Source: an optimization exercise on an open RTL-to-GDS flow (aim: small area, a short achievable clock period and few clock cycles per item). Production flows keep margins and buffers that such runs may drop.
No run shown here included a check of the RTL's function; only the layout flow was run.

==> flow/design.v (outline; a module is shown in full before it is edited, if it fits) <==
// module elastic_alu: 841 lines
// module csa_fa: 10 lines
// module csa_ha: 9 lines
// module csa_x2: 7 lines
// module csa_mj: 8 lines
module elastic_alu (
	input logic clk,
	input logic rst,
	input logic [31:0] lhs,
	input logic [3:0] lhs_op,
	input logic lhs_valid,
	output logic lhs_ready,
	input logic [31:0] rhs,
	input logic rhs_valid,
	output logic rhs_ready,
	output logic [31:0] result,
	output logic result_valid,
	input logic result_ready
);
  // ...
==> flow/flow/run.sh <==
#!/bin/bash
# The standard layout (standard.sh) with two changes to the ORFS run:
#  - timing repair aims at a larger setup slack (SETUP_SLACK_MARGIN), so the
#    layout is sped up beyond the 10 ns clock it must meet;
#  - the port buffers are buf_2 cells rather than the delay-cell buffer that
#    buffer_ports picks by default (every port still gets its own buffer).
# The make output goes to make_flow.log; ORFS keeps each tool's log under orfs/logs.
set -euo pipefail
MARGIN=${MARGIN:-6.5}
PORTBUF=${PORTBUF:-sky130_fd_sc_hd__buf_2}
sed "s/\"\\\${@:-finish}\"/SETUP_SLACK_MARGIN=$MARGIN 'BUFFER_PORTS_ARGS=-buffer_cell $PORTBUF' \"\${@:-finish}\"/" standard.sh > flow/standard_own.sh
grep -q "SETUP_SLACK_MARGIN=$MARGIN" flow/standard_own.sh
bash flow/standard_own.sh > make_flow.log 2>&1
==> flow/flow/standard_own.sh <==
#!/bin/bash
# The standard flow's own layout of this design, on the ORFS make targets given (by default finish). After
# finish it leaves the final layout's DEF at /design/flow/out/final.def.
set -euo pipefail
make -C /OpenROAD-flow-scripts/flow DESIGN_CONFIG=/design/flow/config.mk WORK_HOME=/design/flow/orfs CLKGATE_MAP_FILE= SYNTH_SCRIPT=/design/flow/synth_recipe.tcl CAP_MARGIN=20 CORE_MARGIN=2 CORE_UTILIZATION=40 SLEW_MARGIN=20 SYNTH_HIERARCHICAL=1 SETUP_SLACK_MARGIN=6.5 'BUFFER_PORTS_ARGS=-buffer_cell sky130_fd_sc_hd__buf_2' "${@:-finish}"
if [[ -f /design/flow/orfs/results/sky130hd/elastic_alu/base/6_final.odb ]]; then
  : # left out here: write the final layout as DEF
fi
==> flow/standard.sh <==
#!/bin/bash
# synth_recipe.tcl (not shown) runs the flow's synth.tcl, then flattens the netlist and writes it again
# the make line also repeats each setting of config.mk as NAME=value (left out here)
make -C /OpenROAD-flow-scripts/flow DESIGN_CONFIG=/design/flow/config.mk WORK_HOME=/design/flow/orfs CLKGATE_MAP_FILE= SYNTH_SCRIPT=/design/flow/synth_recipe.tcl "${@:-finish}"
==> flow/config.mk <==
export PLATFORM = sky130hd
export DESIGN_NAME = elastic_alu
export DESIGN_NICKNAME = elastic_alu
export VERILOG_FILES = /design/flow/design.v
export SDC_FILE = /design/flow/constraint.sdc
export NUM_CORES = 4
export LEC_CHECK = 0
export CAP_MARGIN = 20
export CORE_MARGIN = 2
export CORE_UTILIZATION = 40
export SLEW_MARGIN = 20
export SYNTH_HIERARCHICAL = 1
==> flow/constraint.sdc <==
create_clock -name core_clock -period 10.0 [get_ports {clk}]
set_input_delay 2.0000 -clock core_clock [delete_from_list [all_inputs] [get_ports {clk}]]
set_output_delay 2.0000 -clock core_clock [all_outputs]
set_load 0.01 [all_outputs]
==> impl_metrics.yaml, run 1 <==
run_status:
  status: "complete, no violations"
setup_path:
  crit_path_max_incr_delay_ps: 570
  r2r_start: "q3_2"
  cp_cell_sequence: "fa_1, ha_4, o21ai_1, o211a_1, or3_4, a2111o_1, a21boi_4, o31ai_4, mux2_2"
  cp_data_required_time_ps: 10340
  critical-path-top-delay-family: "compound AO/OA/AOI/OAI gates"
synth:
  ys_ff_latch: 354
  ys_types: 58
  synth_seq_area_share: 0.3685
  synth-xor-area-share: 0.1752
  syn_inst: 2674
  ys.flop_type: "edfxtp_1"
routing:
  ant_nets: 0
  routed_wl_mm: 90.70
  wl_per_cell_um: 24.44
  dr_total_vias: 21630
floorplan:
  dieArea_um2: 74010
  fp.dieW_um: 272.1
final_layout:
  multi_input_area_share: 0.5353
  nonClkBufAreaFrac: 0.04616
  fin_cells: 3711
clocking:
  clk-insertion-delay-late_ps: 590
  cts_tree: "done"
timing:
  post-route-period-util: 0.3488
==> run 2: changes to the inputs <==
==> flow/design.v (replaced) <==
`timescale 1ns/1ps
package alu_pkg;
	localparam int DATA_W = 32;
	typedef logic [DATA_W-1:0] word_t;
	localparam int SHAMT_W = 5;
	typedef logic [SHAMT_W-1:0] shamt_t;
	typedef enum logic [3:0] {
		OP_ADD  = 4'd0,
		OP_SUB  = 4'd1,
		OP_MUL  = 4'd2,
		OP_AND  = 4'd3,
		OP_OR   = 4'd4,
		OP_XOR  = 4'd5,
		OP_SHL  = 4'd6,
		OP_LSHR = 4'd7,
		OP_ASHR = 4'd8,
		OP_EQ   = 4'd9,
		OP_NE   = 4'd10,
		OP_ULT  = 4'd11,
		OP_ULE  = 4'd12,
		OP_SLT  = 4'd13,
		OP_SLE  = 4'd14
	} alu_op_t;
	localparam int MUL_STAGES_DEF = 4;
endpackage
`timescale 1ns/1ps
module elastic_alu (
	input logic clk,
	input logic rst,
	input logic [31:0] lhs,
	input logic [3:0] lhs_op,
	input logic lhs_valid,
	output logic lhs_ready,
	input logic [31:0] rhs,
	input logic rhs_valid,
	output logic rhs_ready,
	output logic [31:0] result,
	output logic result_valid,
	input logic result_ready
);
	logic d_mul, d_sh, d_one, d_addr, d_subr, d_and, d_or, d_xor, d_cin, d_sgn, d_rt, d_s;
	logic [1:0] d_ck;
	logic [31:0] d_l;
	always_comb begin
		d_mul = (lhs_op == 4'd2);
		d_sh = (lhs_op == 4'd6) | (lhs_op == 4'd7) | (lhs_op == 4'd8);
		d_rt = (lhs_op == 4'd7) | (lhs_op == 4'd8);
		d_s = (lhs_op == 4'd8) & lhs[31];
		d_addr = (lhs_op == 4'd0);
		d_subr = (lhs_op == 4'd1) | ((lhs_op >= 4'd9) & (lhs_op <= 4'd14));
		d_one = d_addr | d_subr;
		d_and = (lhs_op == 4'd3);
		d_or = (lhs_op == 4'd4);
		d_xor = (lhs_op == 4'd5);
		d_cin = (lhs_op == 4'd1) | (lhs_op == 4'd9) | (lhs_op == 4'd10) | (lhs_op == 4'd11) | (lhs_op == 4'd13);
		d_sgn = (lhs_op == 4'd13) | (lhs_op == 4'd14);
		d_ck = (lhs_op == 4'd9) ? 2'd1 : (lhs_op == 4'd10) ? 2'd2 :
			((lhs_op >= 4'd11) & (lhs_op <= 4'd14)) ? 2'd3 : 2'd0;
		for (int i = 0; i < 32; i++) begin
			d_l[i] = d_rt ? (lhs[31 - i] ^ d_s) : lhs[i];
		end
	end
	logic lv, rv, fire, adv;
	logic [31:0] a_l, a_r;
	logic a_mul, a_sh, a_one, a_addr, a_subr, a_and, a_or, a_xor, a_cin, a_sgn, a_rt, a_s;
	logic [1:0] a_ck;
	assign fire = lv & rv & adv;
	assign lhs_ready = ~lv | fire;
	assign rhs_ready = ~rv | fire;
	always_ff @(posedge clk or posedge rst) begin
		if (rst) begin
			lv <= 1'b0;
			rv <= 1'b0;
		end else begin
			if (lhs_ready) lv <= lhs_valid;
			if (rhs_ready) rv <= rhs_valid;
		end
	end
	always_ff @(posedge clk) begin
		if (lhs_ready) begin
			a_l <= d_l;
			a_mul <= d_mul;
			a_sh <= d_sh;
			a_one <= d_one;
			a_addr <= d_addr;
			a_subr <= d_subr;
			a_and <= d_and;
			a_or <= d_or;
			a_xor <= d_xor;
			a_cin <= d_cin;
			a_sgn <= d_sgn;
			a_rt <= d_rt;
			a_s <= d_s;
			a_ck <= d_ck;
		end
		if (rhs_ready) begin
			a_r <= rhs;
		end
	end
	logic [15:0] one, two, neg;
	logic x0, x32;
	logic [31:0] ad;
	logic [32:0] rr;
	assign rr = {a_r, 1'b0};
	always_comb begin
		for (int j = 0; j < 16; j++) begin
			if (a_mul) begin
				one[j] = rr[2*j+1] ^ rr[2*j];
				two[j] = (rr[2*j+2] & ~rr[2*j+1] & ~rr[2*j]) | (~rr[2*j+2] & rr[2*j+1] & rr[2*j]);
				neg[j] = rr[2*j+2];
			end else if (a_sh) begin
				one[j] = (a_r[4:1] == j) & ~a_r[0];
				two[j] = (a_r[4:1] == j) & a_r[0];
				neg[j] = 1'b0;
			end else begin
				one[j] = (j == 0) & a_one;
				two[j] = 1'b0;
				neg[j] = 1'b0;
			end
		end
		x0 = a_mul ? neg[0] : a_cin;
		x32 = (a_ck != 2'd0) & ~(a_sgn & (a_l[31] ^ a_r[31]));
		ad = ({32{a_addr}} & a_r) | ({32{a_subr}} & ~a_r) | ({32{a_and}} & (a_l & a_r)) |
			({32{a_or}} & (a_l | a_r)) | ({32{a_xor}} & (a_l ^ a_r));
	end
	logic [31:0] pp0, pp1, pp2, pp3, pp4, pp5, pp6, pp7, pp8, pp9, pp10, pp11, pp12, pp13, pp14, pp15;
	logic [32:0] ll;
	assign ll = {a_l, 1'b0};
	always_comb begin
		for (int i = 0; i < 32; i++) begin
			pp0[i] = ((one[0] & ll[i+1]) | (two[0] & ll[i])) ^ neg[0];
			pp1[i] = ((one[1] & ll[i+1]) | (two[1] & ll[i])) ^ neg[1];
			pp2[i] = ((one[2] & ll[i+1]) | (two[2] & ll[i])) ^ neg[2];
			pp3[i] = ((one[3] & ll[i+1]) | (two[3] & ll[i])) ^ neg[3];
			pp4[i] = ((one[4] & ll[i+1]) | (two[4] & ll[i])) ^ neg[4];
			pp5[i] = ((one[5] & ll[i+1]) | (two[5] & ll[i])) ^ neg[5];
			pp6[i] = ((one[6] & ll[i+1]) | (two[6] & ll[i])) ^ neg[6];
			pp7[i] = ((one[7] & ll[i+1]) | (two[7] & ll[i])) ^ neg[7];
			pp8[i] = ((one[8] & ll[i+1]) | (two[8] & ll[i])) ^ neg[8];
			pp9[i] = ((one[9] & ll[i+1]) | (two[9] & ll[i])) ^ neg[9];
			pp10[i] = ((one[10] & ll[i+1]) | (two[10] & ll[i])) ^ neg[10];
			pp11[i] = ((one[11] & ll[i+1]) | (two[11] & ll[i])) ^ neg[11];
			pp12[i] = ((one[12] & ll[i+1]) | (two[12] & ll[i])) ^ neg[12];
			pp13[i] = ((one[13] & ll[i+1]) | (two[13] & ll[i])) ^ neg[13];
			pp14[i] = ((one[14] & ll[i+1]) | (two[14] & ll[i])) ^ neg[14];
			pp15[i] = ((one[15] & ll[i+1]) | (two[15] & ll[i])) ^ neg[15];
		end
	end
	logic [32:0] tx, ty;
	logic t1, t2, t3, t4, t5, t6, t7, t8, t9, t10, t11, t12, t13, t14, t15, t16, t17, t18, t19, t20, t21, t22, t23, t24, t25, t26, t27, t28, t29, t30, t31, t32, t33, t34, t35, t36, t37, t38, t39, t40, t41, t42, t43, t44, t45, t46, t47, t48, t49, t50, t51, t52, t53, t54, t55, t56, t57, t58, t59, t60, t61, t62, t63, t64, t65, t66, t67, t68, t69, t70, t71, t72, t73, t74, t75, t76, t77, t78, t79, t80, t81, t82, t83, t84, t85, t86, t87, t88, t89, t90, t91, t92, t93, t94, t95, t96, t97, t98, t99, t100, t101, t102, t103, t104, t105, t106, t107, t108, t109, t110, t111, t112, t113, t114, t115, t116, t117, t118, t119, t120, t121, t122, t123, t124, t125, t126, t127, t128, t129, t130, t131, t132, t133, t134, t135, t136, t137, t138, t139, t140, t141, t142, t143, t144, t145, t146, t147, t148, t149, t150, t151, t152, t153, t154, t155, t156, t157, t158, t159, t160, t161, t162, t163, t164, t165, t166, t167, t168, t169, t170, t171, t172, t173, t174, t175, t176, t177, t178, t179, t180, t181, t182, t183, t184, t185, t186, t187, t188, t189, t190, t191, t192, t193, t194, t195, t196, t197, t198, t199, t200, t201, t202, t203, t204, t205, t206, t207, t208, t209, t210, t211, t212, t213, t214, t215, t216, t217, t218, t219, t220, t221, t222, t223, t224, t225, t226, t227, t228, t229, t230, t231, t232, t233, t234, t235, t236, t237, t238, t239, t240, t241, t242, t243, t244, t245, t246, t247, t248, t249, t250, t251, t252, t253, t254, t255, t256, t257, t258, t259, t260, t261, t262, t263, t264, t265, t266, t267, t268, t269, t270, t271, t272, t273, t274, t275, t276, t277, t278, t279, t280, t281, t282, t283, t284, t285, t286, t287, t288, t289, t290, t291, t292, t293, t294, t295, t296, t297, t298, t299, t300, t301, t302, t303, t304, t305, t306, t307, t308, t309, t310, t311, t312, t313, t314, t315, t316, t317, t318, t319, t320, t321, t322, t323, t324, t325, t326, t327, t328, t329, t330, t331, t332, t333, t334, t335, t336, t337, t338, t339, t340, t341, t342, t343, t344, t345, t346, t347, t348, t349, t350, t351, t352, t353, t354, t355, t356, t357, t358, t359, t360, t361, t362, t363, t364, t365, t366, t367, t368, t369, t370, t371, t372, t373, t374, t375, t376, t377, t378, t379, t380, t381, t382, t383, t384, t385, t386, t387, t388, t389, t390, t391, t392, t393, t394, t395, t396, t397, t398, t399, t400, t401, t402, t403, t404, t405, t406, t407, t408, t409, t410, t411, t412, t413, t414, t415, t416, t417, t418, t419, t420, t421, t422, t423, t424, t425, t426;
	assign t1 = pp0[22] ^ pp1[20];
	assign t2 = pp0[22] & pp1[20];
	assign t3 = pp0[23] ^ pp1[21];
	assign t4 = pp0[23] & pp1[21];
	assign t5 = pp0[24] ^ pp1[22] ^ pp2[20];
	assign t6 = (pp0[24] & pp1[22]) | (pp0[24] & pp2[20]) | (pp1[22] & pp2[20]);
	assign t7 = pp3[18] ^ pp4[16];
	assign t8 = pp3[18] & pp4[16];
	assign t9 = pp0[25] ^ pp1[23] ^ pp2[21];
	assign t10 = (pp0[25] & pp1[23]) | (pp0[25] & pp2[21]) | (pp1[23] & pp2[21]);
	assign t11 = pp3[19] ^ pp4[17];
	assign t12 = pp3[19] & pp4[17];
	assign t13 = pp0[26] ^ pp1[24] ^ pp2[22];
	assign t14 = (pp0[26] & pp1[24]) | (pp0[26] & pp2[22]) | (pp1[24] & pp2[22]);
	assign t15 = pp3[20] ^ pp4[18] ^ pp5[16];
	assign t16 = (pp3[20] & pp4[18]) | (pp3[20] & pp5[16]) | (pp4[18] & pp5[16]);
	assign t17 = pp6[14] ^ pp7[12];
	assign t18 = pp6[14] & pp7[12];
	assign t19 = pp0[27] ^ pp1[25] ^ pp2[23];
	assign t20 = (pp0[27] & pp1[25]) | (pp0[27] & pp2[23]) | (pp1[25] & pp2[23]);
	assign t21 = pp3[21] ^ pp4[19] ^ pp5[17];
	assign t22 = (pp3[21] & pp4[19]) | (pp3[21] & pp5[17]) | (pp4[19] & pp5[17]);
	assign t23 = pp6[15] ^ pp7[13];
	assign t24 = pp6[15] & pp7[13];
	assign t25 = pp0[28] ^ pp1[26] ^ pp2[24];
	assign t26 = (pp0[28] & pp1[26]) | (pp0[28] & pp2[24]) | (pp1[26] & pp2[24]);
	assign t27 = pp3[22] ^ pp4[20] ^ pp5[18];
	assign t28 = (pp3[22] & pp4[20]) | (pp3[22] & pp5[18]) | (pp4[20] & pp5[18]);
	assign t29 = pp6[16] ^ pp7[14] ^ pp8[12];
	assign t30 = (pp6[16] & pp7[14]) | (pp6[16] & pp8[12]) | (pp7[14] & pp8[12]);
	assign t31 = pp9[10] ^ pp10[8];
	assign t32 = pp9[10] & pp10[8];
	assign t33 = pp0[29] ^ pp1[27] ^ pp2[25];
	assign t34 = (pp0[29] & pp1[27]) | (pp0[29] & pp2[25]) | (pp1[27] & pp2[25]);
	assign t35 = pp3[23] ^ pp4[21] ^ pp5[19];
	assign t36 = (pp3[23] & pp4[21]) | (pp3[23] & pp5[19]) | (pp4[21] & pp5[19]);
	assign t37 = pp6[17] ^ pp7[15] ^ pp8[13];
	assign t38 = (pp6[17] & pp7[15]) | (pp6[17] & pp8[13]) | (pp7[15] & pp8[13]);
	assign t39 = pp9[11] ^ pp10[9];
	assign t40 = pp9[11] & pp10[9];
	assign t41 = pp0[30] ^ pp1[28] ^ pp2[26];
	assign t42 = (pp0[30] & pp1[28]) | (pp0[30] & pp2[26]) | (pp1[28] & pp2[26]);
	assign t43 = pp3[24] ^ pp4[22] ^ pp5[20];
	assign t44 = (pp3[24] & pp4[22]) | (pp3[24] & pp5[20]) | (pp4[22] & pp5[20]);
	assign t45 = pp6[18] ^ pp7[16] ^ pp8[14];
	assign t46 = (pp6[18] & pp7[16]) | (pp6[18] & pp8[14]) | (pp7[16] & pp8[14]);
	assign t47 = pp9[12] ^ pp10[10] ^ pp11[8];
	assign t48 = (pp9[12] & pp10[10]) | (pp9[12] & pp11[8]) | (pp10[10] & pp11[8]);
	assign t49 = pp12[6] ^ pp13[4];
	assign t50 = pp12[6] & pp13[4];
	assign t51 = pp0[31] ^ pp1[29] ^ pp2[27];
	assign t52 = (pp0[31] & pp1[29]) | (pp0[31] & pp2[27]) | (pp1[29] & pp2[27]);
	assign t53 = pp3[25] ^ pp4[23] ^ pp5[21];
	assign t54 = (pp3[25] & pp4[23]) | (pp3[25] & pp5[21]) | (pp4[23] & pp5[21]);
	assign t55 = pp6[19] ^ pp7[17] ^ pp8[15];
	assign t56 = (pp6[19] & pp7[17]) | (pp6[19] & pp8[15]) | (pp7[17] & pp8[15]);
	assign t57 = pp9[13] ^ pp10[11] ^ pp11[9];
	assign t58 = (pp9[13] & pp10[11]) | (pp9[13] & pp11[9]) | (pp10[11] & pp11[9]);
	assign t59 = pp12[7] ^ pp13[5];
	assign t60 = pp12[7] & pp13[5];
	assign t61 = pp0[14] ^ pp1[12];
	assign t62 = pp0[14] & pp1[12];
	assign t63 = pp0[15] ^ pp1[13];
	assign t64 = pp0[15] & pp1[13];
	assign t65 = pp0[16] ^ pp1[14] ^ pp2[12];
	assign t66 = (pp0[16] & pp1[14]) | (pp0[16] & pp2[12]) | (pp1[14] & pp2[12]);
	assign t67 = pp3[10] ^ pp4[8];
	assign t68 = pp3[10] & pp4[8];
	assign t69 = pp0[17] ^ pp1[15] ^ pp2[13];
	assign t70 = (pp0[17] & pp1[15]) | (pp0[17] & pp2[13]) | (pp1[15] & pp2[13]);
	assign t71 = pp3[11] ^ pp4[9];
	assign t72 = pp3[11] & pp4[9];
	assign t73 = pp0[18] ^ pp1[16] ^ pp2[14];
	assign t74 = (pp0[18] & pp1[16]) | (pp0[18] & pp2[14]) | (pp1[16] & pp2[14]);
	assign t75 = pp3[12] ^ pp4[10] ^ pp5[8];
	assign t76 = (pp3[12] & pp4[10]) | (pp3[12] & pp5[8]) | (pp4[10] & pp5[8]);
	assign t77 = pp6[6] ^ pp7[4];
	assign t78 = pp6[6] & pp7[4];
	assign t79 = pp0[19] ^ pp1[17] ^ pp2[15];
	assign t80 = (pp0[19] & pp1[17]) | (pp0[19] & pp2[15]) | (pp1[17] & pp2[15]);
	assign t81 = pp3[13] ^ pp4[11] ^ pp5[9];
	assign t82 = (pp3[13] & pp4[11]) | (pp3[13] & pp5[9]) | (pp4[11] & pp5[9]);
	assign t83 = pp6[7] ^ pp7[5];
	assign t84 = pp6[7] & pp7[5];
	assign t85 = pp0[20] ^ pp1[18] ^ pp2[16];
	assign t86 = (pp0[20] & pp1[18]) | (pp0[20] & pp2[16]) | (pp1[18] & pp2[16]);
	assign t87 = pp3[14] ^ pp4[12] ^ pp5[10];
	assign t88 = (pp3[14] & pp4[12]) | (pp3[14] & pp5[10]) | (pp4[12] & pp5[10]);
	assign t89 = pp6[8] ^ pp7[6] ^ pp8[4];
	assign t90 = (pp6[8] & pp7[6]) | (pp6[8] & pp8[4]) | (pp7[6] & pp8[4]);
	assign t91 = pp9[2] ^ pp10[0];
	assign t92 = pp9[2] & pp10[0];
	assign t93 = pp0[21] ^ pp1[19] ^ pp2[17];
	assign t94 = (pp0[21] & pp1[19]) | (pp0[21] & pp2[17]) | (pp1[19] & pp2[17]);
	assign t95 = pp3[15] ^ pp4[13] ^ pp5[11];
	assign t96 = (pp3[15] & pp4[13]) | (pp3[15] & pp5[11]) | (pp4[13] & pp5[11]);
	assign t97 = pp6[9] ^ pp7[7] ^ pp8[5];
	assign t98 = (pp6[9] & pp7[7]) | (pp6[9] & pp8[5]) | (pp7[7] & pp8[5]);
	assign t99 = pp9[3] ^ pp10[1];
	assign t100 = pp9[3] & pp10[1];
	assign t101 = t1 ^ pp2[18] ^ pp3[16];
	assign t102 = (t1 & pp2[18]) | (t1 & pp3[16]) | (pp2[18] & pp3[16]);
	assign t103 = pp4[14] ^ pp5[12] ^ pp6[10];
	assign t104 = (pp4[14] & pp5[12]) | (pp4[14] & pp6[10]) | (pp5[12] & pp6[10]);
	assign t105 = pp7[8] ^ pp8[6] ^ pp9[4];
	assign t106 = (pp7[8] & pp8[6]) | (pp7[8] & pp9[4]) | (pp8[6] & pp9[4]);
	assign t107 = pp10[2] ^ pp11[0] ^ neg[11];
	assign t108 = (pp10[2] & pp11[0]) | (pp10[2] & neg[11]) | (pp11[0] & neg[11]);
	assign t109 = t3 ^ pp2[19] ^ pp3[17];
	assign t110 = (t3 & pp2[19]) | (t3 & pp3[17]) | (pp2[19] & pp3[17]);
	assign t111 = pp4[15] ^ pp5[13] ^ pp6[11];
	assign t112 = (pp4[15] & pp5[13]) | (pp4[15] & pp6[11]) | (pp5[13] & pp6[11]);
	assign t113 = pp7[9] ^ pp8[7] ^ pp9[5];
	assign t114 = (pp7[9] & pp8[7]) | (pp7[9] & pp9[5]) | (pp8[7] & pp9[5]);
	assign t115 = pp10[3] ^ pp11[1] ^ ad[23];
	assign t116 = (pp10[3] & pp11[1]) | (pp10[3] & ad[23]) | (pp11[1] & ad[23]);
	assign t117 = t5 ^ t7 ^ pp5[14];
	assign t118 = (t5 & t7) | (t5 & pp5[14]) | (t7 & pp5[14]);
	assign t119 = pp6[12] ^ pp7[10] ^ pp8[8];
	assign t120 = (pp6[12] & pp7[10]) | (pp6[12] & pp8[8]) | (pp7[10] & pp8[8]);
	assign t121 = pp9[6] ^ pp10[4] ^ pp11[2];
	assign t122 = (pp9[6] & pp10[4]) | (pp9[6] & pp11[2]) | (pp10[4] & pp11[2]);
	assign t123 = pp12[0] ^ neg[12] ^ ad[24];
	assign t124 = (pp12[0] & neg[12]) | (pp12[0] & ad[24]) | (neg[12] & ad[24]);
	assign t125 = t9 ^ t11 ^ pp5[15];
	assign t126 = (t9 & t11) | (t9 & pp5[15]) | (t11 & pp5[15]);
	assign t127 = pp6[13] ^ pp7[11] ^ pp8[9];
	assign t128 = (pp6[13] & pp7[11]) | (pp6[13] & pp8[9]) | (pp7[11] & pp8[9]);
	assign t129 = pp9[7] ^ pp10[5] ^ pp11[3];
	assign t130 = (pp9[7] & pp10[5]) | (pp9[7] & pp11[3]) | (pp10[5] & pp11[3]);
	assign t131 = pp12[1] ^ ad[25] ^ t6;
	assign t132 = (pp12[1] & ad[25]) | (pp12[1] & t6) | (ad[25] & t6);
	assign t133 = t13 ^ t15 ^ t17;
	assign t134 = (t13 & t15) | (t13 & t17) | (t15 & t17);
	assign t135 = pp8[10] ^ pp9[8] ^ pp10[6];
	assign t136 = (pp8[10] & pp9[8]) | (pp8[10] & pp10[6]) | (pp9[8] & pp10[6]);
	assign t137 = pp11[4] ^ pp12[2] ^ pp13[0];
	assign t138 = (pp11[4] & pp12[2]) | (pp11[4] & pp13[0]) | (pp12[2] & pp13[0]);
	assign t139 = neg[13] ^ ad[26] ^ t10;
	assign t140 = (neg[13] & ad[26]) | (neg[13] & t10) | (ad[26] & t10);
	assign t141 = t19 ^ t21 ^ t23;
	assign t142 = (t19 & t21) | (t19 & t23) | (t21 & t23);
	assign t143 = pp8[11] ^ pp9[9] ^ pp10[7];
	assign t144 = (pp8[11] & pp9[9]) | (pp8[11] & pp10[7]) | (pp9[9] & pp10[7]);
	assign t145 = pp11[5] ^ pp12[3] ^ pp13[1];
	assign t146 = (pp11[5] & pp12[3]) | (pp11[5] & pp13[1]) | (pp12[3] & pp13[1]);
	assign t147 = ad[27] ^ t14 ^ t16;
	assign t148 = (ad[27] & t14) | (ad[27] & t16) | (t14 & t16);
	assign t149 = t25 ^ t27 ^ t29;
	assign t150 = (t25 & t27) | (t25 & t29) | (t27 & t29);
	assign t151 = t31 ^ pp11[6] ^ pp12[4];
	assign t152 = (t31 & pp11[6]) | (t31 & pp12[4]) | (pp11[6] & pp12[4]);
	assign t153 = pp13[2] ^ pp14[0] ^ neg[14];
	assign t154 = (pp13[2] & pp14[0]) | (pp13[2] & neg[14]) | (pp14[0] & neg[14]);
	assign t155 = ad[28] ^ t20 ^ t22;
	assign t156 = (ad[28] & t20) | (ad[28] & t22) | (t20 & t22);
	assign t157 = t33 ^ t35 ^ t37;
	assign t158 = (t33 & t35) | (t33 & t37) | (t35 & t37);
	assign t159 = t39 ^ pp11[7] ^ pp12[5];
	assign t160 = (t39 & pp11[7]) | (t39 & pp12[5]) | (pp11[7] & pp12[5]);
	assign t161 = pp13[3] ^ pp14[1] ^ ad[29];
	assign t162 = (pp13[3] & pp14[1]) | (pp13[3] & ad[29]) | (pp14[1] & ad[29]);
	assign t163 = t26 ^ t28 ^ t30;
	assign t164 = (t26 & t28) | (t26 & t30) | (t28 & t30);
	assign t165 = t41 ^ t43 ^ t45;
	assign t166 = (t41 & t43) | (t41 & t45) | (t43 & t45);
	assign t167 = t47 ^ t49 ^ pp14[2];
	assign t168 = (t47 & t49) | (t47 & pp14[2]) | (t49 & pp14[2]);
	assign t169 = pp15[0] ^ neg[15] ^ ad[30];
	assign t170 = (pp15[0] & neg[15]) | (pp15[0] & ad[30]) | (neg[15] & ad[30]);
	assign t171 = t34 ^ t36 ^ t38;
	assign t172 = (t34 & t36) | (t34 & t38) | (t36 & t38);
	assign t173 = t51 ^ t53 ^ t55;
	assign t174 = (t51 & t53) | (t51 & t55) | (t53 & t55);
	assign t175 = t57 ^ t59 ^ pp14[3];
	assign t176 = (t57 & t59) | (t57 & pp14[3]) | (t59 & pp14[3]);
	assign t177 = pp15[1] ^ ad[31] ^ t42;
	assign t178 = (pp15[1] & ad[31]) | (pp15[1] & t42) | (ad[31] & t42);
	assign t179 = t44 ^ t46 ^ t48;
	assign t180 = (t44 & t46) | (t44 & t48) | (t46 & t48);
	assign t181 = x32 ^ t52;
	assign t182 = pp0[8] ^ pp1[6];
	assign t183 = pp0[8] & pp1[6];
	assign t184 = pp0[9] ^ pp1[7];
	assign t185 = pp0[9] & pp1[7];
	assign t186 = pp0[10] ^ pp1[8] ^ pp2[6];
	assign t187 = (pp0[10] & pp1[8]) | (pp0[10] & pp2[6]) | (pp1[8] & pp2[6]);
	assign t188 = pp3[4] ^ pp4[2];
	assign t189 = pp3[4] & pp4[2];
	assign t190 = pp0[11] ^ pp1[9] ^ pp2[7];
	assign t191 = (pp0[11] & pp1[9]) | (pp0[11] & pp2[7]) | (pp1[9] & pp2[7]);
	assign t192 = pp3[5] ^ pp4[3];
	assign t193 = pp3[5] & pp4[3];
	assign t194 = pp0[12] ^ pp1[10] ^ pp2[8];
	assign t195 = (pp0[12] & pp1[10]) | (pp0[12] & pp2[8]) | (pp1[10] & pp2[8]);
	assign t196 = pp3[6] ^ pp4[4] ^ pp5[2];
	assign t197 = (pp3[6] & pp4[4]) | (pp3[6] & pp5[2]) | (pp4[4] & pp5[2]);
	assign t198 = pp6[0] ^ neg[6];
	assign t199 = pp6[0] & neg[6];
	assign t200 = pp0[13] ^ pp1[11] ^ pp2[9];
	assign t201 = (pp0[13] & pp1[11]) | (pp0[13] & pp2[9]) | (pp1[11] & pp2[9]);
	assign t202 = pp3[7] ^ pp4[5] ^ pp5[3];
	assign t203 = (pp3[7] & pp4[5]) | (pp3[7] & pp5[3]) | (pp4[5] & pp5[3]);
	assign t204 = pp6[1] ^ ad[13];
	assign t205 = pp6[1] & ad[13];
	assign t206 = t61 ^ pp2[10] ^ pp3[8];
	assign t207 = (t61 & pp2[10]) | (t61 & pp3[8]) | (pp2[10] & pp3[8]);
	assign t208 = pp4[6] ^ pp5[4] ^ pp6[2];
	assign t209 = (pp4[6] & pp5[4]) | (pp4[6] & pp6[2]) | (pp5[4] & pp6[2]);
	assign t210 = pp7[0] ^ neg[7] ^ ad[14];
	assign t211 = (pp7[0] & neg[7]) | (pp7[0] & ad[14]) | (neg[7] & ad[14]);
	assign t212 = t63 ^ pp2[11] ^ pp3[9];
	assign t213 = (t63 & pp2[11]) | (t63 & pp3[9]) | (pp2[11] & pp3[9]);
	assign t214 = pp4[7] ^ pp5[5] ^ pp6[3];
	assign t215 = (pp4[7] & pp5[5]) | (pp4[7] & pp6[3]) | (pp5[5] & pp6[3]);
	assign t216 = pp7[1] ^ ad[15] ^ t62;
	assign t217 = (pp7[1] & ad[15]) | (pp7[1] & t62) | (ad[15] & t62);
	assign t218 = t65 ^ t67 ^ pp5[6];
	assign t219 = (t65 & t67) | (t65 & pp5[6]) | (t67 & pp5[6]);
	assign t220 = pp6[4] ^ pp7[2] ^ pp8[0];
	assign t221 = (pp6[4] & pp7[2]) | (pp6[4] & pp8[0]) | (pp7[2] & pp8[0]);
	assign t222 = neg[8] ^ ad[16] ^ t64;
	assign t223 = (neg[8] & ad[16]) | (neg[8] & t64) | (ad[16] & t64);
	assign t224 = t69 ^ t71 ^ pp5[7];
	assign t225 = (t69 & t71) | (t69 & pp5[7]) | (t71 & pp5[7]);
	assign t226 = pp6[5] ^ pp7[3] ^ pp8[1];
	assign t227 = (pp6[5] & pp7[3]) | (pp6[5] & pp8[1]) | (pp7[3] & pp8[1]);
	assign t228 = ad[17] ^ t66 ^ t68;
	assign t229 = (ad[17] & t66) | (ad[17] & t68) | (t66 & t68);
	assign t230 = t73 ^ t75 ^ t77;
	assign t231 = (t73 & t75) | (t73 & t77) | (t75 & t77);
	assign t232 = pp8[2] ^ pp9[0] ^ neg[9];
	assign t233 = (pp8[2] & pp9[0]) | (pp8[2] & neg[9]) | (pp9[0] & neg[9]);
	assign t234 = ad[18] ^ t70 ^ t72;
	assign t235 = (ad[18] & t70) | (ad[18] & t72) | (t70 & t72);
	assign t236 = t79 ^ t81 ^ t83;
	assign t237 = (t79 & t81) | (t79 & t83) | (t81 & t83);
	assign t238 = pp8[3] ^ pp9[1] ^ ad[19];
	assign t239 = (pp8[3] & pp9[1]) | (pp8[3] & ad[19]) | (pp9[1] & ad[19]);
	assign t240 = t74 ^ t76 ^ t78;
	assign t241 = (t74 & t76) | (t74 & t78) | (t76 & t78);
	assign t242 = t85 ^ t87 ^ t89;
	assign t243 = (t85 & t87) | (t85 & t89) | (t87 & t89);
	assign t244 = t91 ^ neg[10] ^ ad[20];
	assign t245 = (t91 & neg[10]) | (t91 & ad[20]) | (neg[10] & ad[20]);
	assign t246 = t80 ^ t82 ^ t84;
	assign t247 = (t80 & t82) | (t80 & t84) | (t82 & t84);
	assign t248 = t93 ^ t95 ^ t97;
	assign t249 = (t93 & t95) | (t93 & t97) | (t95 & t97);
	assign t250 = t99 ^ ad[21] ^ t86;
	assign t251 = (t99 & ad[21]) | (t99 & t86) | (ad[21] & t86);
	assign t252 = t88 ^ t90 ^ t92;
	assign t253 = (t88 & t90) | (t88 & t92) | (t90 & t92);
	assign t254 = t101 ^ t103 ^ t105;
	assign t255 = (t101 & t103) | (t101 & t105) | (t103 & t105);
	assign t256 = t107 ^ ad[22] ^ t94;
	assign t257 = (t107 & ad[22]) | (t107 & t94) | (ad[22] & t94);
	assign t258 = t96 ^ t98 ^ t100;
	assign t259 = (t96 & t98) | (t96 & t100) | (t98 & t100);
	assign t260 = t109 ^ t111 ^ t113;
	assign t261 = (t109 & t111) | (t109 & t113) | (t111 & t113);
	assign t262 = t115 ^ t2 ^ t102;
	assign t263 = (t115 & t2) | (t115 & t102) | (t2 & t102);
	assign t264 = t104 ^ t106 ^ t108;
	assign t265 = (t104 & t106) | (t104 & t108) | (t106 & t108);
	assign t266 = t117 ^ t119 ^ t121;
	assign t267 = (t117 & t119) | (t117 & t121) | (t119 & t121);
	assign t268 = t123 ^ t4 ^ t110;
	assign t269 = (t123 & t4) | (t123 & t110) | (t4 & t110);
	assign t270 = t112 ^ t114 ^ t116;
	assign t271 = (t112 & t114) | (t112 & t116) | (t114 & t116);
	assign t272 = t125 ^ t127 ^ t129;
	assign t273 = (t125 & t127) | (t125 & t129) | (t127 & t129);
	assign t274 = t131 ^ t8 ^ t118;
	assign t275 = (t131 & t8) | (t131 & t118) | (t8 & t118);
	assign t276 = t120 ^ t122 ^ t124;
	assign t277 = (t120 & t122) | (t120 & t124) | (t122 & t124);
	assign t278 = t133 ^ t135 ^ t137;
	assign t279 = (t133 & t135) | (t133 & t137) | (t135 & t137);
	assign t280 = t139 ^ t12 ^ t126;
	assign t281 = (t139 & t12) | (t139 & t126) | (t12 & t126);
	assign t282 = t128 ^ t130 ^ t132;
	assign t283 = (t128 & t130) | (t128 & t132) | (t130 & t132);
	assign t284 = t141 ^ t143 ^ t145;
	assign t285 = (t141 & t143) | (t141 & t145) | (t143 & t145);
	assign t286 = t147 ^ t18 ^ t134;
	assign t287 = (t147 & t18) | (t147 & t134) | (t18 & t134);
	assign t288 = t136 ^ t138 ^ t140;
	assign t289 = (t136 & t138) | (t136 & t140) | (t138 & t140);
	assign t290 = t149 ^ t151 ^ t153;
	assign t291 = (t149 & t151) | (t149 & t153) | (t151 & t153);
	assign t292 = t155 ^ t24 ^ t142;
	assign t293 = (t155 & t24) | (t155 & t142) | (t24 & t142);
	assign t294 = t144 ^ t146 ^ t148;
	assign t295 = (t144 & t146) | (t144 & t148) | (t146 & t148);
	assign t296 = t157 ^ t159 ^ t161;
	assign t297 = (t157 & t159) | (t157 & t161) | (t159 & t161);
	assign t298 = t163 ^ t32 ^ t150;
	assign t299 = (t163 & t32) | (t163 & t150) | (t32 & t150);
	assign t300 = t152 ^ t154 ^ t156;
	assign t301 = (t152 & t154) | (t152 & t156) | (t154 & t156);
	assign t302 = t165 ^ t167 ^ t169;
	assign t303 = (t165 & t167) | (t165 & t169) | (t167 & t169);
	assign t304 = t171 ^ t40 ^ t158;
	assign t305 = (t171 & t40) | (t171 & t158) | (t40 & t158);
	assign t306 = t160 ^ t162 ^ t164;
	assign t307 = (t160 & t162) | (t160 & t164) | (t162 & t164);
	assign t308 = t173 ^ t175 ^ t177;
	assign t309 = (t173 & t175) | (t173 & t177) | (t175 & t177);
	assign t310 = t179 ^ t50 ^ t166;
	assign t311 = (t179 & t50) | (t179 & t166) | (t50 & t166);
	assign t312 = t168 ^ t170 ^ t172;
	assign t313 = (t168 & t170) | (t168 & t172) | (t170 & t172);
	assign t314 = t181 ^ t54 ^ t56;
	assign t315 = t58 ^ t60 ^ t174;
	assign t316 = t176 ^ t178 ^ t180;
	assign t317 = pp0[4] ^ pp1[2];
	assign t318 = pp0[4] & pp1[2];
	assign t319 = pp0[5] ^ pp1[3];
	assign t320 = pp0[5] & pp1[3];
	assign t321 = pp0[6] ^ pp1[4] ^ pp2[2];
	assign t322 = (pp0[6] & pp1[4]) | (pp0[6] & pp2[2]) | (pp1[4] & pp2[2]);
	assign t323 = pp3[0] ^ neg[3];
	assign t324 = pp3[0] & neg[3];
	assign t325 = pp0[7] ^ pp1[5] ^ pp2[3];
	assign t326 = (pp0[7] & pp1[5]) | (pp0[7] & pp2[3]) | (pp1[5] & pp2[3]);
	assign t327 = pp3[1] ^ ad[7];
	assign t328 = pp3[1] & ad[7];
	assign t329 = t182 ^ pp2[4] ^ pp3[2];
	assign t330 = (t182 & pp2[4]) | (t182 & pp3[2]) | (pp2[4] & pp3[2]);
	assign t331 = pp4[0] ^ neg[4] ^ ad[8];
	assign t332 = (pp4[0] & neg[4]) | (pp4[0] & ad[8]) | (neg[4] & ad[8]);
	assign t333 = t184 ^ pp2[5] ^ pp3[3];
	assign t334 = (t184 & pp2[5]) | (t184 & pp3[3]) | (pp2[5] & pp3[3]);
	assign t335 = pp4[1] ^ ad[9] ^ t183;
	assign t336 = (pp4[1] & ad[9]) | (pp4[1] & t183) | (ad[9] & t183);
	assign t337 = t186 ^ t188 ^ pp5[0];
	assign t338 = (t186 & t188) | (t186 & pp5[0]) | (t188 & pp5[0]);
	assign t339 = neg[5] ^ ad[10] ^ t185;
	assign t340 = (neg[5] & ad[10]) | (neg[5] & t185) | (ad[10] & t185);
	assign t341 = t190 ^ t192 ^ pp5[1];
	assign t342 = (t190 & t192) | (t190 & pp5[1]) | (t192 & pp5[1]);
	assign t343 = ad[11] ^ t187 ^ t189;
	assign t344 = (ad[11] & t187) | (ad[11] & t189) | (t187 & t189);
	assign t345 = t194 ^ t196 ^ t198;
	assign t346 = (t194 & t196) | (t194 & t198) | (t196 & t198);
	assign t347 = ad[12] ^ t191 ^ t193;
	assign t348 = (ad[12] & t191) | (ad[12] & t193) | (t191 & t193);
	assign t349 = t200 ^ t202 ^ t204;
	assign t350 = (t200 & t202) | (t200 & t204) | (t202 & t204);
	assign t351 = t195 ^ t197 ^ t199;
	assign t352 = (t195 & t197) | (t195 & t199) | (t197 & t199);
	assign t353 = t206 ^ t208 ^ t210;
	assign t354 = (t206 & t208) | (t206 & t210) | (t208 & t210);
	assign t355 = t201 ^ t203 ^ t205;
	assign t356 = (t201 & t203) | (t201 & t205) | (t203 & t205);
	assign t357 = t212 ^ t214 ^ t216;
	assign t358 = (t212 & t214) | (t212 & t216) | (t214 & t216);
	assign t359 = t207 ^ t209 ^ t211;
	assign t360 = (t207 & t209) | (t207 & t211) | (t209 & t211);
	assign t361 = t218 ^ t220 ^ t222;
	assign t362 = (t218 & t220) | (t218 & t222) | (t220 & t222);
	assign t363 = t213 ^ t215 ^ t217;
	assign t364 = (t213 & t215) | (t213 & t217) | (t215 & t217);
	assign t365 = t224 ^ t226 ^ t228;
	assign t366 = (t224 & t226) | (t224 & t228) | (t226 & t228);
	assign t367 = t219 ^ t221 ^ t223;
	assign t368 = (t219 & t221) | (t219 & t223) | (t221 & t223);
	assign t369 = t230 ^ t232 ^ t234;
	assign t370 = (t230 & t232) | (t230 & t234) | (t232 & t234);
	assign t371 = t225 ^ t227 ^ t229;
	assign t372 = (t225 & t227) | (t225 & t229) | (t227 & t229);
	assign t373 = t236 ^ t238 ^ t240;
	assign t374 = (t236 & t238) | (t236 & t240) | (t238 & t240);
	assign t375 = t231 ^ t233 ^ t235;
	assign t376 = (t231 & t233) | (t231 & t235) | (t233 & t235);
	assign t377 = t242 ^ t244 ^ t246;
	assign t378 = (t242 & t244) | (t242 & t246) | (t244 & t246);
	assign t379 = t237 ^ t239 ^ t241;
	assign t380 = (t237 & t239) | (t237 & t241) | (t239 & t241);
	assign t381 = t248 ^ t250 ^ t252;
	assign t382 = (t248 & t250) | (t248 & t252) | (t250 & t252);
	assign t383 = t243 ^ t245 ^ t247;
	assign t384 = (t243 & t245) | (t243 & t247) | (t245 & t247);
	assign t385 = t254 ^ t256 ^ t258;
	assign t386 = (t254 & t256) | (t254 & t258) | (t256 & t258);
	assign t387 = t249 ^ t251 ^ t253;
	assign t388 = (t249 & t251) | (t249 & t253) | (t251 & t253);
	assign t389 = t260 ^ t262 ^ t264;
	assign t390 = (t260 & t262) | (t260 & t264) | (t262 & t264);
	assign t391 = t255 ^ t257 ^ t259;
	assign t392 = (t255 & t257) | (t255 & t259) | (t257 & t259);
	assign t393 = t266 ^ t268 ^ t270;
	assign t394 = (t266 & t268) | (t266 & t270) | (t268 & t270);
	assign t395 = t261 ^ t263 ^ t265;
	assign t396 = (t261 & t263) | (t261 & t265) | (t263 & t265);
	assign t397 = t272 ^ t274 ^ t276;
	assign t398 = (t272 & t274) | (t272 & t276) | (t274 & t276);
	assign t399 = t267 ^ t269 ^ t271;
	assign t400 = (t267 & t269) | (t267 & t271) | (t269 & t271);
	assign t401 = t278 ^ t280 ^ t282;
	assign t402 = (t278 & t280) | (t278 & t282) | (t280 & t282);
	assign t403 = t273 ^ t275 ^ t277;
	assign t404 = (t273 & t275) | (t273 & t277) | (t275 & t277);
	assign t405 = t284 ^ t286 ^ t288;
	assign t406 = (t284 & t286) | (t284 & t288) | (t286 & t288);
	assign t407 = t279 ^ t281 ^ t283;
	assign t408 = (t279 & t281) | (t279 & t283) | (t281 & t283);
	assign t409 = t290 ^ t292 ^ t294;
	assign t410 = (t290 & t292) | (t290 & t294) | (t292 & t294);
	assign t411 = t285 ^ t287 ^ t289;
	assign t412 = (t285 & t287) | (t285 & t289) | (t287 & t289);
	assign t413 = t296 ^ t298 ^ t300;
	assign t414 = (t296 & t298) | (t296 & t300) | (t298 & t300);
	assign t415 = t291 ^ t293 ^ t295;
	assign t416 = (t291 & t293) | (t291 & t295) | (t293 & t295);
	assign t417 = t302 ^ t304 ^ t306;
	assign t418 = (t302 & t304) | (t302 & t306) | (t304 & t306);
	assign t419 = t297 ^ t299 ^ t301;
	assign t420 = (t297 & t299) | (t297 & t301) | (t299 & t301);
	assign t421 = t308 ^ t310 ^ t312;
	assign t422 = (t308 & t310) | (t308 & t312) | (t310 & t312);
	assign t423 = t303 ^ t305 ^ t307;
	assign t424 = (t303 & t305) | (t303 & t307) | (t305 & t307);
	assign t425 = t314 ^ t315 ^ t316;
	assign t426 = t309 ^ t311 ^ t313;
	logic q0_0, q0_1, q0_2, q1_0, q1_1, q2_0, q2_1, q2_2, q2_3, q3_0, q3_1, q3_2, q4_0, q4_1, q4_2, q4_3, q5_0, q5_1, q5_2, q5_3, q6_0, q6_1, q6_2, q6_3, q7_0, q7_1, q7_2, q7_3, q8_0, q8_1, q8_2, q8_3, q9_0, q9_1, q9_2, q9_3, q10_0, q10_1, q10_2, q10_3, q11_0, q11_1, q11_2, q11_3, q12_0, q12_1, q12_2, q12_3, q13_0, q13_1, q13_2, q13_3, q14_0, q14_1, q14_2, q14_3, q15_0, q15_1, q15_2, q15_3, q16_0, q16_1, q16_2, q16_3, q17_0, q17_1, q17_2, q17_3, q18_0, q18_1, q18_2, q18_3, q19_0, q19_1, q19_2, q19_3, q20_0, q20_1, q20_2, q20_3, q21_0, q21_1, q21_2, q21_3, q22_0, q22_1, q22_2, q22_3, q23_0, q23_1, q23_2, q23_3, q24_0, q24_1, q24_2, q24_3, q25_0, q25_1, q25_2, q25_3, q26_0, q26_1, q26_2, q26_3, q27_0, q27_1, q27_2, q27_3, q28_0, q28_1, q28_2, q28_3, q29_0, q29_1, q29_2, q29_3, q30_0, q30_1, q30_2, q30_3, q31_0, q31_1, q31_2, q31_3, q32_0, q32_1, q32_2, q32_3;
	always_ff @(posedge clk) begin
		if (adv) begin
			q0_0 <= pp0[0];
			q0_1 <= x0;
			q0_2 <= ad[0];
			q1_0 <= pp0[1];
			q1_1 <= ad[1];
			q2_0 <= pp0[2];
			q2_1 <= pp1[0];
			q2_2 <= neg[1];
			q2_3 <= ad[2];
			q3_0 <= pp0[3];
			q3_1 <= pp1[1];
			q3_2 <= ad[3];
			q4_0 <= t317;
			q4_1 <= pp2[0];
			q4_2 <= neg[2];
			q4_3 <= ad[4];
			q5_0 <= t319;
			q5_1 <= pp2[1];
			q5_2 <= ad[5];
			q5_3 <= t318;
			q6_0 <= t321;
			q6_1 <= t323;
			q6_2 <= ad[6];
			q6_3 <= t320;
			q7_0 <= t325;
			q7_1 <= t327;
			q7_2 <= t322;
			q7_3 <= t324;
			q8_0 <= t329;
			q8_1 <= t331;
			q8_2 <= t326;
			q8_3 <= t328;
			q9_0 <= t333;
			q9_1 <= t335;
			q9_2 <= t330;
			q9_3 <= t332;
			q10_0 <= t337;
			q10_1 <= t339;
			q10_2 <= t334;
			q10_3 <= t336;
			q11_0 <= t341;
			q11_1 <= t343;
			q11_2 <= t338;
			q11_3 <= t340;
			q12_0 <= t345;
			q12_1 <= t347;
			q12_2 <= t342;
			q12_3 <= t344;
			q13_0 <= t349;
			q13_1 <= t351;
			q13_2 <= t346;
			q13_3 <= t348;
			q14_0 <= t353;
			q14_1 <= t355;
			q14_2 <= t350;
			q14_3 <= t352;
			q15_0 <= t357;
			q15_1 <= t359;
			q15_2 <= t354;
			q15_3 <= t356;
			q16_0 <= t361;
			q16_1 <= t363;
			q16_2 <= t358;
			q16_3 <= t360;
			q17_0 <= t365;
			q17_1 <= t367;
			q17_2 <= t362;
			q17_3 <= t364;
			q18_0 <= t369;
			q18_1 <= t371;
			q18_2 <= t366;
			q18_3 <= t368;
			q19_0 <= t373;
			q19_1 <= t375;
			q19_2 <= t370;
			q19_3 <= t372;
			q20_0 <= t377;
			q20_1 <= t379;
			q20_2 <= t374;
			q20_3 <= t376;
			q21_0 <= t381;
			q21_1 <= t383;
			q21_2 <= t378;
			q21_3 <= t380;
			q22_0 <= t385;
			q22_1 <= t387;
			q22_2 <= t382;
			q22_3 <= t384;
			q23_0 <= t389;
			q23_1 <= t391;
			q23_2 <= t386;
			q23_3 <= t388;
			q24_0 <= t393;
			q24_1 <= t395;
			q24_2 <= t390;
			q24_3 <= t392;
			q25_0 <= t397;
			q25_1 <= t399;
			q25_2 <= t394;
			q25_3 <= t396;
			q26_0 <= t401;
			q26_1 <= t403;
			q26_2 <= t398;
			q26_3 <= t400;
			q27_0 <= t405;
			q27_1 <= t407;
			q27_2 <= t402;
			q27_3 <= t404;
			q28_0 <= t409;
			q28_1 <= t411;
			q28_2 <= t406;
			q28_3 <= t408;
			q29_0 <= t413;
			q29_1 <= t415;
			q29_2 <= t410;
			q29_3 <= t412;
			q30_0 <= t417;
			q30_1 <= t419;
			q30_2 <= t414;
			q30_3 <= t416;
			q31_0 <= t421;
			q31_1 <= t423;
			q31_2 <= t418;
			q31_3 <= t420;
			q32_0 <= t425;
			q32_1 <= t426;
			q32_2 <= t422;
			q32_3 <= t424;
		end
	end
	logic u1, u2, u3, u4, u5, u6, u7, u8, u9, u10, u11, u12, u13, u14, u15, u16, u17, u18, u19, u20, u21, u22, u23, u24, u25, u26, u27, u28, u29, u30, u31, u32, u33, u34, u35, u36, u37, u38, u39, u40, u41, u42, u43, u44, u45, u46, u47, u48, u49, u50, u51, u52, u53, u54, u55, u56, u57, u58, u59, u60, u61, u62, u63, u64, u65, u66, u67, u68, u69, u70, u71, u72, u73, u74, u75, u76, u77, u78, u79, u80, u81, u82, u83, u84, u85, u86, u87, u88, u89, u90, u91, u92, u93, u94, u95, u96, u97, u98, u99, u100, u101, u102, u103, u104, u105, u106, u107, u108, u109, u110, u111, u112, u113, u114, u115, u116, u117, u118, u119, u120, u121, u122, u123, u124, u125, u126;
	assign u1 = q2_0 ^ q2_1;
	assign u2 = q2_0 & q2_1;
	assign u3 = q3_0 ^ q3_1;
	assign u4 = q3_0 & q3_1;
	assign u5 = q4_0 ^ q4_1 ^ q4_2;
	assign u6 = (q4_0 & q4_1) | (q4_0 & q4_2) | (q4_1 & q4_2);
	assign u7 = q5_0 ^ q5_1 ^ q5_2;
	assign u8 = (q5_0 & q5_1) | (q5_0 & q5_2) | (q5_1 & q5_2);
	assign u9 = q6_0 ^ q6_1 ^ q6_2;
	assign u10 = (q6_0 & q6_1) | (q6_0 & q6_2) | (q6_1 & q6_2);
	assign u11 = q7_0 ^ q7_1 ^ q7_2;
	assign u12 = (q7_0 & q7_1) | (q7_0 & q7_2) | (q7_1 & q7_2);
	assign u13 = q8_0 ^ q8_1 ^ q8_2;
	assign u14 = (q8_0 & q8_1) | (q8_0 & q8_2) | (q8_1 & q8_2);
	assign u15 = q9_0 ^ q9_1 ^ q9_2;
	assign u16 = (q9_0 & q9_1) | (q9_0 & q9_2) | (q9_1 & q9_2);
	assign u17 = q10_0 ^ q10_1 ^ q10_2;
	assign u18 = (q10_0 & q10_1) | (q10_0 & q10_2) | (q10_1 & q10_2);
	assign u19 = q11_0 ^ q11_1 ^ q11_2;
	assign u20 = (q11_0 & q11_1) | (q11_0 & q11_2) | (q11_1 & q11_2);
	assign u21 = q12_0 ^ q12_1 ^ q12_2;
	assign u22 = (q12_0 & q12_1) | (q12_0 & q12_2) | (q12_1 & q12_2);
	assign u23 = q13_0 ^ q13_1 ^ q13_2;
	assign u24 = (q13_0 & q13_1) | (q13_0 & q13_2) | (q13_1 & q13_2);
	assign u25 = q14_0 ^ q14_1 ^ q14_2;
	assign u26 = (q14_0 & q14_1) | (q14_0 & q14_2) | (q14_1 & q14_2);
	assign u27 = q15_0 ^ q15_1 ^ q15_2;
	assign u28 = (q15_0 & q15_1) | (q15_0 & q15_2) | (q15_1 & q15_2);
	assign u29 = q16_0 ^ q16_1 ^ q16_2;
	assign u30 = (q16_0 & q16_1) | (q16_0 & q16_2) | (q16_1 & q16_2);
	assign u31 = q17_0 ^ q17_1 ^ q17_2;
	assign u32 = (q17_0 & q17_1) | (q17_0 & q17_2) | (q17_1 & q17_2);
	assign u33 = q18_0 ^ q18_1 ^ q18_2;
	assign u34 = (q18_0 & q18_1) | (q18_0 & q18_2) | (q18_1 & q18_2);
	assign u35 = q19_0 ^ q19_1 ^ q19_2;
	assign u36 = (q19_0 & q19_1) | (q19_0 & q19_2) | (q19_1 & q19_2);
	assign u37 = q20_0 ^ q20_1 ^ q20_2;
	assign u38 = (q20_0 & q20_1) | (q20_0 & q20_2) | (q20_1 & q20_2);
	assign u39 = q21_0 ^ q21_1 ^ q21_2;
	assign u40 = (q21_0 & q21_1) | (q21_0 & q21_2) | (q21_1 & q21_2);
	assign u41 = q22_0 ^ q22_1 ^ q22_2;
	assign u42 = (q22_0 & q22_1) | (q22_0 & q22_2) | (q22_1 & q22_2);
	assign u43 = q23_0 ^ q23_1 ^ q23_2;
	assign u44 = (q23_0 & q23_1) | (q23_0 & q23_2) | (q23_1 & q23_2);
	assign u45 = q24_0 ^ q24_1 ^ q24_2;
	assign u46 = (q24_0 & q24_1) | (q24_0 & q24_2) | (q24_1 & q24_2);
	assign u47 = q25_0 ^ q25_1 ^ q25_2;
	assign u48 = (q25_0 & q25_1) | (q25_0 & q25_2) | (q25_1 & q25_2);
	assign u49 = q26_0 ^ q26_1 ^ q26_2;
	assign u50 = (q26_0 & q26_1) | (q26_0 & q26_2) | (q26_1 & q26_2);
	assign u51 = q27_0 ^ q27_1 ^ q27_2;
	assign u52 = (q27_0 & q27_1) | (q27_0 & q27_2) | (q27_1 & q27_2);
	assign u53 = q28_0 ^ q28_1 ^ q28_2;
	assign u54 = (q28_0 & q28_1) | (q28_0 & q28_2) | (q28_1 & q28_2);
	assign u55 = q29_0 ^ q29_1 ^ q29_2;
	assign u56 = (q29_0 & q29_1) | (q29_0 & q29_2) | (q29_1 & q29_2);
	assign u57 = q30_0 ^ q30_1 ^ q30_2;
	assign u58 = (q30_0 & q30_1) | (q30_0 & q30_2) | (q30_1 & q30_2);
	assign u59 = q31_0 ^ q31_1 ^ q31_2;
	assign u60 = (q31_0 & q31_1) | (q31_0 & q31_2) | (q31_1 & q31_2);
	assign u61 = q32_0 ^ q32_1 ^ q32_2;
	assign u62 = q0_0 ^ q0_1;
	assign u63 = q0_0 & q0_1;
	assign u64 = q1_0 ^ q1_1;
	assign u65 = q1_0 & q1_1;
	assign u66 = u1 ^ q2_2 ^ q2_3;
	assign u67 = (u1 & q2_2) | (u1 & q2_3) | (q2_2 & q2_3);
	assign u68 = u3 ^ q3_2 ^ u2;
	assign u69 = (u3 & q3_2) | (u3 & u2) | (q3_2 & u2);
	assign u70 = u5 ^ q4_3 ^ u4;
	assign u71 = (u5 & q4_3) | (u5 & u4) | (q4_3 & u4);
	assign u72 = u7 ^ q5_3 ^ u6;
	assign u73 = (u7 & q5_3) | (u7 & u6) | (q5_3 & u6);
	assign u74 = u9 ^ q6_3 ^ u8;
	assign u75 = (u9 & q6_3) | (u9 & u8) | (q6_3 & u8);
	assign u76 = u11 ^ q7_3 ^ u10;
	assign u77 = (u11 & q7_3) | (u11 & u10) | (q7_3 & u10);
	assign u78 = u13 ^ q8_3 ^ u12;
	assign u79 = (u13 & q8_3) | (u13 & u12) | (q8_3 & u12);
	assign u80 = u15 ^ q9_3 ^ u14;
	assign u81 = (u15 & q9_3) | (u15 & u14) | (q9_3 & u14);
	assign u82 = u17 ^ q10_3 ^ u16;
	assign u83 = (u17 & q10_3) | (u17 & u16) | (q10_3 & u16);
	assign u84 = u19 ^ q11_3 ^ u18;
	assign u85 = (u19 & q11_3) | (u19 & u18) | (q11_3 & u18);
	assign u86 = u21 ^ q12_3 ^ u20;
	assign u87 = (u21 & q12_3) | (u21 & u20) | (q12_3 & u20);
	assign u88 = u23 ^ q13_3 ^ u22;
	assign u89 = (u23 & q13_3) | (u23 & u22) | (q13_3 & u22);
	assign u90 = u25 ^ q14_3 ^ u24;
	assign u91 = (u25 & q14_3) | (u25 & u24) | (q14_3 & u24);
	assign u92 = u27 ^ q15_3 ^ u26;
	assign u93 = (u27 & q15_3) | (u27 & u26) | (q15_3 & u26);
	assign u94 = u29 ^ q16_3 ^ u28;
	assign u95 = (u29 & q16_3) | (u29 & u28) | (q16_3 & u28);
	assign u96 = u31 ^ q17_3 ^ u30;
	assign u97 = (u31 & q17_3) | (u31 & u30) | (q17_3 & u30);
	assign u98 = u33 ^ q18_3 ^ u32;
	assign u99 = (u33 & q18_3) | (u33 & u32) | (q18_3 & u32);
	assign u100 = u35 ^ q19_3 ^ u34;
	assign u101 = (u35 & q19_3) | (u35 & u34) | (q19_3 & u34);
	assign u102 = u37 ^ q20_3 ^ u36;
	assign u103 = (u37 & q20_3) | (u37 & u36) | (q20_3 & u36);
	assign u104 = u39 ^ q21_3 ^ u38;
	assign u105 = (u39 & q21_3) | (u39 & u38) | (q21_3 & u38);
	assign u106 = u41 ^ q22_3 ^ u40;
	assign u107 = (u41 & q22_3) | (u41 & u40) | (q22_3 & u40);
	assign u108 = u43 ^ q23_3 ^ u42;
	assign u109 = (u43 & q23_3) | (u43 & u42) | (q23_3 & u42);
	assign u110 = u45 ^ q24_3 ^ u44;
	assign u111 = (u45 & q24_3) | (u45 & u44) | (q24_3 & u44);
	assign u112 = u47 ^ q25_3 ^ u46;
	assign u113 = (u47 & q25_3) | (u47 & u46) | (q25_3 & u46);
	assign u114 = u49 ^ q26_3 ^ u48;
	assign u115 = (u49 & q26_3) | (u49 & u48) | (q26_3 & u48);
	assign u116 = u51 ^ q27_3 ^ u50;
	assign u117 = (u51 & q27_3) | (u51 & u50) | (q27_3 & u50);
	assign u118 = u53 ^ q28_3 ^ u52;
	assign u119 = (u53 & q28_3) | (u53 & u52) | (q28_3 & u52);
	assign u120 = u55 ^ q29_3 ^ u54;
	assign u121 = (u55 & q29_3) | (u55 & u54) | (q29_3 & u54);
	assign u122 = u57 ^ q30_3 ^ u56;
	assign u123 = (u57 & q30_3) | (u57 & u56) | (q30_3 & u56);
	assign u124 = u59 ^ q31_3 ^ u58;
	assign u125 = (u59 & q31_3) | (u59 & u58) | (q31_3 & u58);
	assign u126 = u61 ^ q32_3 ^ u60;
	assign tx = {u126, u124, u122, u120, u118, u116, u114, u112, u110, u108, u106, u104, u102, u100, u98, u96, u94, u92, u90, u88, u86, u84, u82, u80, u78, u76, u74, u72, u70, u68, u66, u64, u62};
	assign ty = {u125, u123, u121, u119, u117, u115, u113, u111, u109, u107, u105, u103, u101, u99, u97, u95, u93, u91, u89, u87, u85, u83, u81, u79, u77, u75, u73, u71, u69, u67, u65, u63, q0_2};
	logic bv;
	logic b_rt, b_s;
	logic [1:0] b_ck;
	always_ff @(posedge clk or posedge rst) begin
		if (rst) begin
			bv <= 1'b0;
		end else if (adv) begin
			bv <= fire;
		end
	end
	always_ff @(posedge clk) begin
		if (adv) begin
			b_rt <= a_rt;
			b_s <= a_s;
			b_ck <= a_ck;
		end
	end
	logic [32:0] sum;
	logic zero, flag;
	logic [31:0] res;
	assign sum = tx + ty;
	assign zero = (sum[31:0] == 32'd0);
	assign flag = (b_ck == 2'd1) ? zero : (b_ck == 2'd2) ? ~zero : sum[32];
	always_comb begin
		for (int i = 0; i < 32; i++) begin
			res[i] = b_rt ? (sum[31 - i] ^ b_s) : sum[i];
		end
		if (b_ck != 2'd0) res = {31'd0, flag};
	end
	logic ov, sv, take;
	logic [31:0] o_d, s_d;
	assign adv = ~sv;
	assign take = ov & result_ready;
	assign result_valid = ov;
	assign result = o_d;
	always_ff @(posedge clk or posedge rst) begin
		if (rst) begin
			ov <= 1'b0;
			sv <= 1'b0;
		end else if (sv) begin
			if (take) sv <= 1'b0;
		end else if (bv) begin
			if (ov & ~take) sv <= 1'b1;
			else ov <= 1'b1;
		end else if (take) begin
			ov <= 1'b0;
		end
	end
	always_ff @(posedge clk) begin
		if (sv) begin
			if (take) o_d <= s_d;
		end else begin
			s_d <= res;
			if (bv & (~ov | take)) o_d <= res;
		end
	end
endmodule
==> flow/run.sh (new file) <==
#!/bin/bash
# synth_recipe.tcl (not shown) runs the flow's synth.tcl, then flattens the netlist and writes it again
# the make line also repeats each setting of config.mk as NAME=value (left out here)
make -C /OpenROAD-flow-scripts/flow DESIGN_CONFIG=/design/flow/config.mk WORK_HOME=/design/flow/orfs CLKGATE_MAP_FILE= SYNTH_SCRIPT=/design/flow/synth_recipe.tcl finish
==> flow/config.mk (replaced) <==
export PLATFORM = sky130hd
export DESIGN_NAME = elastic_alu
export DESIGN_NICKNAME = elastic_alu
export VERILOG_FILES = /design/flow/design.v
export SDC_FILE = /design/flow/constraint.sdc
export NUM_CORES = 4
export LEC_CHECK = 0
export CAP_MARGIN = 20
export CORE_MARGIN = 2
export CORE_UTILIZATION = 40
export SETUP_SLACK_MARGIN = 5
export SLEW_MARGIN = 20
removed: flow/flow/run.sh
removed: flow/flow/standard_own.sh
removed: flow/standard.sh
==> run 2 against run 1 <==
Critical path depth up 4; first-iteration DRC count rose by 4.6%; sequential share of layout area fell by 4.8 points; critical endpoint is now o_d[0]; largest cell class unchanged.
==> impl_metrics.yaml, run 2 <==
run_status:
  status: "complete, no violations"
routing:
  dr_total_vias: 19870
  routed_wl_mm: 80.24
  avgViaCountPerCell: 5.767
  drcViolationCount: 0
  ant_nets: 0
  drt_iter0_drc: 2035
  first_pass_iters: 6
  wl_per_cell_um: 23.29
timing:
  worst_slew_pin_slew_ps: 1126
  timing.slew.headroom: 0.2491
  setup_viol: 0
  period_needed_ps: 4969
  slew_violations: 0
  fin_setup_tns_ps: 0
  fmax_mhz: 201.3
  post-route-period-util: 0.4969
  skew_ps: 28.12
  finalHoldViolCount: 0
  rsz0062_at_grt: "yes"
final_layout:
  post-route-util: 0.4605
  fill_cells: 6055
  area_growth_pct: 13.30
  fin_area_um2: 29790
  num-nets-final: 3007
  final_common_cell: "xnor2_1"
  final_cell_mix: "xnor2_1, edfxtp_1, a22oi_1"
  layout-drive-gt1-share: 0.08150
setup_path:
  cp-endpoint: "o_d[0]"
  worstSetupStartpointType: "flip-flop"
  r2r_start: "q20_0"
  criticalPathCategory: "flip-flop to flip-flop"
  r2r_cells: 13
  rr_endpoint: "o_d[0]"
  r2r_slack_ps: 5030
  cp_data_required_time_ps: 10340
  cp_data_arrival_time_ps: 5310
  cp-end-kind: "flip-flop"
  crit_start: "q20_0"
  crit_fanout: 8
synth:
  ys.flop_type: "edfxtp_1"
  yosys.area.top_type: "edfxtp_1"
  ys_ff_latch: 279
  synthArstFlopShare: 0.01792
  synth_seq_area_share: 0.3177
  syn_area_um2: 26300
  syn_inst: 2564
  ys_types: 78
  synth_common_cells: "xnor2_1, edfxtp_1, a22oi_1, inv_1, fa_1"
  synth_area_per_cell_um2: 10.26
  yosys_warnings: 1
  synth_area_leaders: "edfxtp_1, fa_1, xnor2_1, a22oi_1, ha_1"
  netlist.area_leader.share: 0.3129
  synth-edff-count: 274
  yosysMostFrequentCell: "xnor2_1"
  synth_nets: 3007
placed_design:
  placed_area_um2: 28130
  place.gp.congestion: 0.9375
  numPortBuffers: 107
  hpwl_mm: 57.35
floorplan:
  rows: 93
  dieHeight_um: 260.4
  core_area_um2: 64700
  fp.dieW_um: 260.4
  ioPinCount: 108
  dieArea_um2: 67810
  start_util: 0.4064
global_route:
  grt_pass1_wl_mm: 121.0
  grt_overflow: 0
  gr-usage-all-layers: 0.2335
  grt_pass1_vias: 20110
  grt_max_degree: 78
  antenna_found_initial: 4
clocking:
  cts_buffers: 31
  cts_num_sinks: 279
  ctsLongestPathBuffers: 3
  htree_levels: 1
  clk-insertion-delay-late_ps: 620
  clkTransAtPathRegs_ps: 60
  cts-root-buf: "clkbuf_16"
  ctsHoldBuffers: 0
  cts_tree: "done"
hold_path:
  min_path_type: "flip-flop to flip-flop"
job:
  cap_violations: 0
run 2: how the worst min path moves through the flow:
stage	start	end	depth (start not counted)
floorplan	a_rt	b_rt	0
global route	ov	sv	1
CTS	ov	sv	1
finish	ov	sv	1
global placement	ov	sv	1
detailed placement	ov	sv	1
run 2: logic make-up (layout without fill, tap and decap cells):
| group | count (synthesis) | after routing | share of synthesized area |
|---|---|---|---|
| other cells | 0 | 1 | 0 |
| compound gates | 613 | 614 | 0.1626 |
| buf+inv | 465 | 489 | 0.06800 |
| xor+xnor | 379 | 379 | 0.1268 |
| fa+ha+maj | 370 | 370 | 0.2429 |
| mux | 16 | 16 | 0.006614 |
| flops | 279 | 279 | 0.3177 |
| simple gates | 442 | 442 | 0.07551 |
run 2: layer usage:
metal	GRT usage	up-vias	wire length, µm
met5	0.01140	-	123
met4	0.09524	4	3536
met3	0.05031	207	6909
met2	0.3811	999	37340
met1	0.3009	9766	32330
li1	-	8892	-
run 2: critical path, stage by stage, from the launching register on:
cell       delay, ps
edfxtp_1         400
fa_1             580
fa_1             490
ha_1             470
nand2_1          180
o21ai_0          360
o31ai_1          140
a31oi_1          420
a211oi_2         160
xnor2_1          210
or4_4            440
or3_4            360
a2111oi_2        370
nor3_1           100
run 2: final cells by class:
cell class,count,area (µm²),area share
clock inverters,16,230.2,0.007728
repair buffers,171,1594,0.05350
well taps,855,1070,0.03591
inverters,260,980.9,0.03293
clock buffers,42,837.1,0.02810
diodes,1,2.502,0.00008399
multi-input cells,1821,16720,0.5613
flip-flops and latches,279,8354,0.2804
run 2: stage by stage:
step                std cells  setup WS [ps]  hold WS, ps
floorplan                2564           5037        400.3
global placement         3367           4709        474.7
finish                   3445           5031        493.9
detailed placement       3370           4627        484.3
global route             3444           4962        534.0
CTS                      3428           4965        492.4
run 2: repair_timing:
action	4_1_cts	5_1_grt
pin swaps	0	12
resized for setup	30	53
gates cloned	0	1
buffers inserted	0	14
setup endpoints to repair	11	31

-- what the ideal ports hide --
In the flow no input, the clock included, has a driving cell. The finished layouts below were timed again as built, in two steps.
Step 1 (the two cells are an assumption about what drives the block):
set clk [get_ports {clk}]
set_driving_cell -lib_cell sky130_fd_sc_hd__clkbuf_16 $clk
set_driving_cell -lib_cell sky130_fd_sc_hd__buf_2 [delete_from_list [all_inputs] $clk]
Step 2 also shifts input and output timing later by t, the mid clock arrival at the registers, as if the neighbouring blocks saw the same clock.
Three values: ideal ports, drivers, drivers and shift; two values: the first two.
run | t, ns | setup WS [ns] | hold WS [ns]
run 1 | 0.641 | 6.512 / 6.512 / 6.512 | 0.419 / 0.419 / 0.419
run 2 | 0.666 | 5.031 / 5.031 / 5.031 | 0.494 / 0.494 / 0.494
After both steps setup and hold are still met in every run listed.
